Source: an optimization exercise on an open RTL-to-GDS flow (aim: small area, a short achievable clock period and few clock cycles). Production flows keep margins and buffers that such runs may drop. Only simulation tests tie the RTL to the original design; equivalence was not proved. Power is estimated from default activity; no workload was simulated.

==> design/flow/design.v <==
`default_nettype none
package dwconv_pkg;
  typedef logic signed [8-1:0] act_t;
  typedef logic [8*9*8-1:0] window_t;
  typedef logic signed [32-1:0] acc_t;
  typedef logic [8-1:0] out_act_t;
  typedef logic [8*8-1:0] out_word_t;
  typedef enum logic {
    in_idle,
    in_ack_hi
  } in_state_e;
  typedef enum logic [1:0] {
    out_idle,
    out_req_hi,
    out_wait_low
  } out_state_e;
endpackage
`default_nettype wire
`timescale 1ns/10ps
`default_nettype none
module dwconv_ctrl (
  input  logic clk,
  input  logic rstn,
  input  logic in_req,
  input  logic out_ack,
  input  logic fifo_empty,
  output logic in_ack,
  output logic out_req,
  output logic capture,
  output logic fifo_push,
  output logic fifo_pop
);
  localparam int CW = $clog2(4 + 1);
  dwconv_pkg::in_state_e  in_state;
  dwconv_pkg::out_state_e out_state;
  logic [CW-1:0] credit_cnt;
  logic          credit_ok;
  logic [5-1:0] pipe_v;
  assign credit_ok = (credit_cnt < CW'(4));
  assign capture = (in_state == dwconv_pkg::in_idle) && in_req && credit_ok;
  assign in_ack = (in_state == dwconv_pkg::in_ack_hi);
  always_ff @(posedge clk) begin
    if (!rstn) begin
      in_state <= dwconv_pkg::in_idle;
    end else begin
      case (in_state)
        dwconv_pkg::in_idle: begin
          if (capture) begin
            in_state <= dwconv_pkg::in_ack_hi;
          end
        end
        dwconv_pkg::in_ack_hi: begin
          if (!in_req) begin
            in_state <= dwconv_pkg::in_idle;
          end
        end
        default: in_state <= dwconv_pkg::in_idle;
      endcase
    end
  end
  always_ff @(posedge clk) begin
    if (!rstn) begin
      pipe_v <= '0;
    end else begin
      pipe_v <= {pipe_v[5-2:0], capture};
    end
  end
  assign fifo_push = pipe_v[5-1];
  assign fifo_pop = (out_state == dwconv_pkg::out_req_hi) && out_ack;
  assign out_req = (out_state == dwconv_pkg::out_req_hi);
  always_ff @(posedge clk) begin
    if (!rstn) begin
      out_state <= dwconv_pkg::out_idle;
    end else begin
      case (out_state)
        dwconv_pkg::out_idle: begin
          if (!fifo_empty && !out_ack) begin
            out_state <= dwconv_pkg::out_req_hi;
          end
        end
        dwconv_pkg::out_req_hi: begin
          if (out_ack) begin
            out_state <= dwconv_pkg::out_wait_low;
          end
        end
        dwconv_pkg::out_wait_low: begin
          if (!out_ack) begin
            out_state <= dwconv_pkg::out_idle;
          end
        end
        default: out_state <= dwconv_pkg::out_idle;
      endcase
    end
  end
  always_ff @(posedge clk) begin
    if (!rstn) begin
      credit_cnt <= '0;
    end else begin
      case ({capture, fifo_pop})
        2'b10:   credit_cnt <= credit_cnt + CW'(1);
        2'b01:   credit_cnt <= credit_cnt - CW'(1);
        default: credit_cnt <= credit_cnt;
      endcase
    end
  end
endmodule
`default_nettype wire
`timescale 1ns/10ps
`default_nettype none
module channel_mac #(
  parameter int ch_index = 0
) (
  input  logic                             clk,
  input  logic                             rstn,
  input  logic                             capture,
  input  logic [9*8-1:0]    window,
  output dwconv_pkg::acc_t                 sum
);
  localparam logic [8*9*8-1:0] KERNEL = {
    8'h18, 8'h22, 8'h04, 8'hf4, 8'hf3, 8'hfa, 8'he2, 8'he1, 8'h06,
    8'hd5, 8'he3, 8'h02, 8'h0d, 8'h1b, 8'hff, 8'h32, 8'h1f, 8'hdd,
    8'hfb, 8'hdc, 8'hec, 8'hfb, 8'h2d, 8'h09, 8'hdb, 8'h42, 8'h04,
    8'hfb, 8'hfc, 8'hfa, 8'h07, 8'hf8, 8'h08, 8'h13, 8'h01, 8'h02,
    8'h0b, 8'h08, 8'h04, 8'he1, 8'hfa, 8'h10, 8'hdd, 8'h03, 8'h1f,
    8'hfd, 8'h0e, 8'h11, 8'hf9, 8'hfe, 8'h03, 8'hf8, 8'hf7, 8'hfb,
    8'hfb, 8'h07, 8'hfa, 8'h04, 8'hb6, 8'hf8, 8'h00, 8'h45, 8'h0d,
    8'h13, 8'h17, 8'h13, 8'hf8, 8'hfb, 8'h0a, 8'hed, 8'hcd, 8'hed
  };
  logic [9*8-1:0] win_q;
  dwconv_pkg::act_t pix  [9];
  dwconv_pkg::acc_t prod [9];
  dwconv_pkg::acc_t kw   [9];
  dwconv_pkg::acc_t s0 [5];
  dwconv_pkg::acc_t s1 [3];
  dwconv_pkg::acc_t s2 [2];
  dwconv_pkg::acc_t s3;
  always_ff @(posedge clk) begin
    if (!rstn) begin
      win_q <= '0;
    end else if (capture) begin
      win_q <= window;
    end
  end
  always_comb begin
    for (int t = 0; t < 9; t++) begin
      pix[t]  = win_q[t*8 +: 8];
      kw[t]   = $signed(KERNEL[(ch_index*9+t)*8 +: 8]);
      prod[t] = pix[t] * kw[t];
    end
  end
  always_ff @(posedge clk) begin
    for (int k = 0; k < 4; k++) begin
      s0[k] <= prod[2*k] + prod[2*k+1];
    end
    s0[4] <= prod[8];
    s1[0] <= s0[0] + s0[1];
    s1[1] <= s0[2] + s0[3];
    s1[2] <= s0[4];
    s2[0] <= s1[0] + s1[1];
    s2[1] <= s1[2];
    s3 <= s2[0] + s2[1];
  end
  assign sum = s3;
endmodule
`default_nettype wire
`timescale 1ns/10ps
`default_nettype none
module requant_relu (
  input  dwconv_pkg::acc_t [8-1:0] sums,
  output dwconv_pkg::out_word_t               word
);
  localparam logic [8*8-1:0] BIAS = {8'h22, 8'h0e, 8'h1b, 8'hea, 8'h2e, 8'hf9, 8'h13, 8'h29};
  localparam logic signed [32-1:0] RELU_CAP = 96;
  function automatic dwconv_pkg::out_act_t relu6(input dwconv_pkg::acc_t s);
    dwconv_pkg::acc_t shifted;
    dwconv_pkg::out_act_t res;
    shifted = s >>> 4;
    if (s < 0) begin
      res = '0;
    end else if (shifted > RELU_CAP) begin
      res = RELU_CAP[8-1:0];
    end else begin
      res = shifted[8-1:0];
    end
    relu6 = res;
  endfunction
  dwconv_pkg::acc_t biased [8];
  dwconv_pkg::acc_t bias_c [8];
  always_comb begin
    for (int c = 0; c < 8; c++) begin
      bias_c[c] = $signed(BIAS[c*8 +: 8]);
      biased[c] = sums[c] + bias_c[c];
      word[c*8 +: 8] = relu6(biased[c]);
    end
  end
endmodule
`default_nettype wire
`timescale 1ns/10ps
`default_nettype none
module result_fifo (
  input  logic                  clk,
  input  logic                  rstn,
  input  logic                  push,
  input  logic                  pop,
  input  dwconv_pkg::out_word_t din,
  output dwconv_pkg::out_word_t dout,
  output logic                  empty
);
  localparam int AW = $clog2(4);
  dwconv_pkg::out_word_t mem [4];
  logic [AW:0] wr_ptr;
  logic [AW:0] rd_ptr;
  assign empty = (wr_ptr == rd_ptr);
  assign dout  = mem[rd_ptr[AW-1:0]];
  always_ff @(posedge clk) begin
    if (push) begin
      mem[wr_ptr[AW-1:0]] <= din;
    end
  end
  always_ff @(posedge clk) begin
    if (!rstn) begin
      wr_ptr <= '0;
    end else if (push) begin
      wr_ptr <= wr_ptr + 1'b1;
    end
  end
  always_ff @(posedge clk) begin
    if (!rstn) begin
      rd_ptr <= '0;
    end else if (pop && !empty) begin
      rd_ptr <= rd_ptr + 1'b1;
    end
  end
endmodule
`default_nettype wire
`timescale 1ns/10ps
`default_nettype none
module dwconv_top (
  input  logic                  clk,
  input  logic                  rstn,
  input  logic                  in_req,
  input  dwconv_pkg::window_t   in_data,
  output logic                  in_ack,
  output logic                  out_req,
  output dwconv_pkg::out_word_t out_data,
  input  logic                  out_ack
);
  localparam int WIN_W = 9 * 8;
  logic capture;
  logic fifo_push;
  logic fifo_pop;
  logic fifo_empty;
  dwconv_pkg::acc_t [8-1:0] sums;
  dwconv_pkg::out_word_t               result_word;
  dwconv_ctrl u_ctrl (
    .clk        (clk),
    .rstn       (rstn),
    .in_req     (in_req),
    .out_ack    (out_ack),
    .fifo_empty (fifo_empty),
    .in_ack     (in_ack),
    .out_req    (out_req),
    .capture    (capture),
    .fifo_push  (fifo_push),
    .fifo_pop   (fifo_pop)
  );
  for (genvar i = 0; i < 8; i++) begin : g_ch
    channel_mac #(
      .ch_index (i)
    ) u_mac (
      .clk     (clk),
      .rstn    (rstn),
      .capture (capture),
      .window  (in_data[i*WIN_W +: WIN_W]),
      .sum     (sums[i])
    );
  end
  requant_relu u_requant (
    .sums (sums),
    .word (result_word)
  );
  result_fifo u_fifo (
    .clk   (clk),
    .rstn  (rstn),
    .push  (fifo_push),
    .pop   (fifo_pop),
    .din   (result_word),
    .dout  (out_data),
    .empty (fifo_empty)
  );
endmodule
`default_nettype wire
==> design/flow/run.sh <==
#!/bin/bash
# synth_recipe.tcl (not shown) runs the flow's synth.tcl, then flattens the netlist and writes it again
# the make line also repeats each setting of config.mk as NAME=value (left out here)
make -C /OpenROAD-flow-scripts/flow DESIGN_CONFIG=/design/flow/config.mk WORK_HOME=/design/flow/orfs CLKGATE_MAP_FILE= SYNTH_SCRIPT=/design/flow/synth_recipe.tcl finish
==> design/flow/config.mk <==
export PLATFORM = sky130hd
export DESIGN_NAME = dwconv_top
export DESIGN_NICKNAME = dwconv_top
export VERILOG_FILES = /design/flow/design.v
export SDC_FILE = /design/flow/constraint.sdc
export NUM_CORES = 4
export LEC_CHECK = 0
export CAP_MARGIN = 20
export CORE_MARGIN = 2
export CORE_UTILIZATION = 40
export SLEW_MARGIN = 20
==> design/flow/constraint.sdc <==
create_clock -name core_clock -period 6.0 [get_ports {clk}]
set_input_delay 1.2000 -clock core_clock [delete_from_list [all_inputs] [get_ports {clk}]]
set_output_delay 1.2000 -clock core_clock [all_outputs]
set_load 0.01 [all_outputs]
==> summary.txt <==
- Sequential share of power: 28.6%
- Vias in the first global route: 129k
- Setup ws final: 0.330 ns
- Global route total overflow: 0
- Per-instance average area after synthesis: 9.50 um2
- Initial antenna violation count: 61
- VDD IR-drop max: between 0.0002 and 0.0003 V
- Post-synthesis cell count: 19.4k
- XOR/XNOR Fraction of Synth Area: 8.32%
- Initial DRC count: 5335
- Max Slew Vio Count: 0
- Switching pwr: 43900 uW
- Die area: roughly 470000 um2
- Via density: 4.92
- CP endpoint kind: flip-flop
- Final setup vio count: 0
- Post-route ant nets: 0
- Clock root buffer: clkbuf_16
- Io pins: 646
- Netlist cell types: 93
- Final Hold Viols: 0
- Area of the multi-input gates: around 110000 um2
- Clock network fraction of design power: 20.4%
- LEAKAGE: 0.0970 uW
- Vias: 131k
- Internal Power: 67700 uW
- Sequential Area: 63200 um2
- Worst-Margin Slew: 1.18 ns
- Synth area leader: dfxtp_1
- Switching portion of total power: 39.3%
- EDFF count, synth: 256
- Pre-CTS WS: 0.297 ns
- Gpl congestion: 0.867
- Crit path launch type: flip-flop
- Main area contributors after synthesis: dfxtp_1, ha_1, xnor2_1
- Later-pin clock latency in the skew report: 0.97 ns
- H-Tree Level Count: 5
- Input/output buffers: 637
- Mux contribution to synthesized area: 1.07%
- Clk slew on worst S/H paths: ~0.060 ns
- Area grow syn2layout: 14.2%
- Largest net degree at the start of global routing: between 150 and 200
- Die Width: 682 um
- Tmin final: between 5 and 6 ns
- Clock sinks: 3030
- Total power divided by cell area: 531 nW/um2
- Final period util: 94.5%
- DR WL/cell: 15.8 um
- Clk_skew: 0.107 ns
- Post-Synth Adder-Cell Area: 24.3%
- Residual DRC: 0
- Core area: 459000 um2
- Row cnt: 249
- RSZ-0062 raised after global routing: false
- Max cap viols: 0
- Global Route Usage Sum: 17.7%
- Compound-Gate Fraction of Synth Area: 16.6%
- Final #Nets: 24.0k
- Post-synthesis sequential area ratio: 34.4%
- Synth Flop Type: dfxtp_1
- Wire length of the first global-routing pass: between 600000 and 700000 um
- Dpl hpwl: 335000 um
- CP Max Fanout: 9
- Layout cell share with drive strength beyond 1: 4.38%
- WP data arrival: 6.51 ns
- TritonCTS clock tree: done
- Pre-antenna DRT Iters: 6
- Synth top area share: 30.2%
- Worst path required time: 6.84 ns
- Status: complete, no violations
- Maximum clock rate: 176 MHz
- Relative slew margins: 21.6%
- Drt total wl: 421000 um
- Largest family of logic cells by synthesized area: adder cells
- Synthesized area: 184000 um2
- Total CTS buffers: 355
- Synth cell count leaders: dfxtp_1, ha_1, inv_1
- Die height: a little under 700 um
- Initial Util: 40.1%
- Setup TNS: 0 ns
- YS warnings: 61
- FILL cells: approximately 44k
- Setup CP Type: reg2reg
- Clock buffer depth: 4
- Post-Synth Simple-Gate Area: around 10%
- Most common cell in the netlist: dfxtp_1
- FF+latch count, synth: about 3.0k
- Part of the power in combinational logic: 51.0%
- Hold Path Class: reg2reg
- Ys async rst share: 0%
[sequential cells by signal, summed over array words and instances, names as in the netlist, named ones only]
signal / cells
u_ctrl.in_state: 1
g_ch.u_mac.win_q: 568
u_fifo.rd_ptr: 3
g_ch.u_mac.s2: 355
g_ch.u_mac.s0: 968
u_fifo.mem: 256
g_ch.u_mac.s1: 612
u_fifo.wr_ptr: 3
u_ctrl.out_state: 2
u_ctrl.pipe_v: 5
u_ctrl.credit_cnt: 3
g_ch.u_mac.s3: 252
[cells in the final DEF (no fill, tap or decap), drive strengths merged, types with 43 or more instances in the layout]
master            n
a21o            617
a21boi          661
nand2          1672
o21a            191
o41ai            44
fa              528
clkinv           94
ha             2726
o31ai           160
nor4             47
nor3            316
and3            129
buf              66
nor2b           229
o31a             44
a211o            75
nand2b          212
or2              66
or3             100
clkdlybuf4s50   636
mux4             64
xor2            427
inv            2153
and2             71
edfxtp          256
bufinv           43
clkbuf          465
a211oi          107
a31oi           122
nand4            80
o21bai          341
nor2            866
dfxtp          2774
o21ai           695
a21oi          1225
nand3           248
xnor2          1316
[worst max-delay path, stage by stage, from the launching register on]
cell and delay (ns):
dfxtp_1 0.54, fa_1 0.48, inv_1 0.08, fa_1 0.43
fa_1 0.54, inv_1 0.04, ha_1 0.33, a21oi_1 0.14
o21ai_0 0.13, a21o_1 0.20, a21o_1 0.19, a21o_1 0.18
a21o_1 0.19, xor2_1 0.21, ha_1 0.24, or3_1 0.12
o21ai_0 0.07, a21oi_1 0.73, a31o_2 0.28, fa_1 0.41
[path summary, 6_finish.rpt]
path | endpoint | cells past startpoint | start | slack (ns)
setup / recovery | g_ch[3].u_mac.s0[0][14]$_DFF_P_ | 19 | g_ch[3].u_mac.win_q[5]$_SDFFE_PN0P_ | 0.33
hold / removal | g_ch[5].u_mac.s2[1][1]$_DFF_P_ | 0 | g_ch[5].u_mac.s1[2][1]$_DFF_P_ | 0.28
setup reg to reg | g_ch[3].u_mac.s0[0][14]$_DFF_P_ | 19 | g_ch[3].u_mac.win_q[5]$_SDFFE_PN0P_ | 0.33
hold reg to reg | g_ch[5].u_mac.s2[1][1]$_DFF_P_ | 0 | g_ch[5].u_mac.s1[2][1]$_DFF_P_ | 0.28
[power by group through the flow]
| stage | clock network (uW) | registers, uW | logic [uW] |
|---|---|---|---|
| after floorplan | 0 | 30600 | 45600 |
| after detailed placement | 0 | 32400 | 56700 |
| final | 22700 | 31900 | 56900 |
| after CTS | 23400 | 32000 | 57200 |
| after global placement | 0 | 32400 | 56000 |
| after global routing | 24200 | 32600 | 64700 |
[stage by stage]
step | area, um2 | util [%] | total power [uW] | hold slack (ns) | cells
5_1_grt | 210000 | 45.8 | 121000 | 0.303 | 26600
3_5_place_dp | 198000 | 43.0 | 89200 | 0.312 | 25900
3_3_place_gp | 198000 | 43.0 | 88400 | 0.310 | 25900
2_1_floorplan | 184000 | - | 76200 | 0.310 | 19400
6_report | 210000 | 45.8 | 112000 | 0.277 | 26600
4_1_cts | 210000 | 45.8 | 113000 | 0.281 | 26600
[layout make-up]
| class | count | area share (%) |
|---|---|---|
| antenna | 23 | 0.0274 |
| clock buffer | 465 | 4.77 |
| clock inverter | 186 | 1.16 |
| inverter | 2127 | 3.80 |
| multi-input combinational | 13900 | 53.2 |
| sequential | 3030 | 30.1 |
| tap | 6149 | 3.66 |
| timing repair buffer | 702 | 3.32 |
[cell families (layout without fill, tap and decap cells)]
| group | after synthesis | in the layout |
|---|---|---|
| multiplexers | 114 | 114 |
| flip-flops | 3030 | 3030 |
| other | 1 | 55 |
| XOR/XNOR | 1745 | 1745 |
| buffers and inverters | 2463 | 3480 |
| adder cells (fa/ha/maj) | 3254 | 3254 |
| AND/OR/NAND/NOR | 4135 | 4135 |
| AO/OA/AOI/OAI | 4628 | 4628 |
[timing repair]
action                                  4_1_cts  5_1_grt
hold buffers                                  0        0
buffers inserted                              0        1
endpoints found under the setup margin        0       12
gates resized for setup                       0        8
[metal layers]
layer	track usage [%]	vias to the layer above	share of wire [%]
li1	-	68200	-
met1	22.3	60500	45
met2	31.4	1509	48
met3	1.94	670	3.1
met4	6.17	14	3.7
met5	0	-	0.020
Testbench counts, summed over its fixed seeds: cycles 16,024.

==> port drivers added, routing unchanged <==
The flow's constraints put no driver on any port. The routed layout listed below was extracted and timed again, unchanged, in two steps. Step 1: set_driving_cell puts a clkbuf_16 on clk and a buf_2 on each other input, an assumption about the parent block. Step 2 moves the port delays by t, midway between the first and last clock arrival at a register: inputs arrive t later, outputs are due t later. That takes back most of the time a late clock gives input paths. a / b / c = ideal / step 1 / step 2; a / b = the first two.
shift t [ns]: 1.034
setup WS [ns]: 0.330 / 0.330 / 0.330
latest minus earliest clock arrival (ns): 0.108 / 0.109
worst data-port slew with drivers (ns): 0.24
pins driven straight from the clock port: 1
After both steps this run still meets setup and hold. For this run, drivers alone change the setup slack by 0.000 ns; drivers and shift together by 0.000 ns.
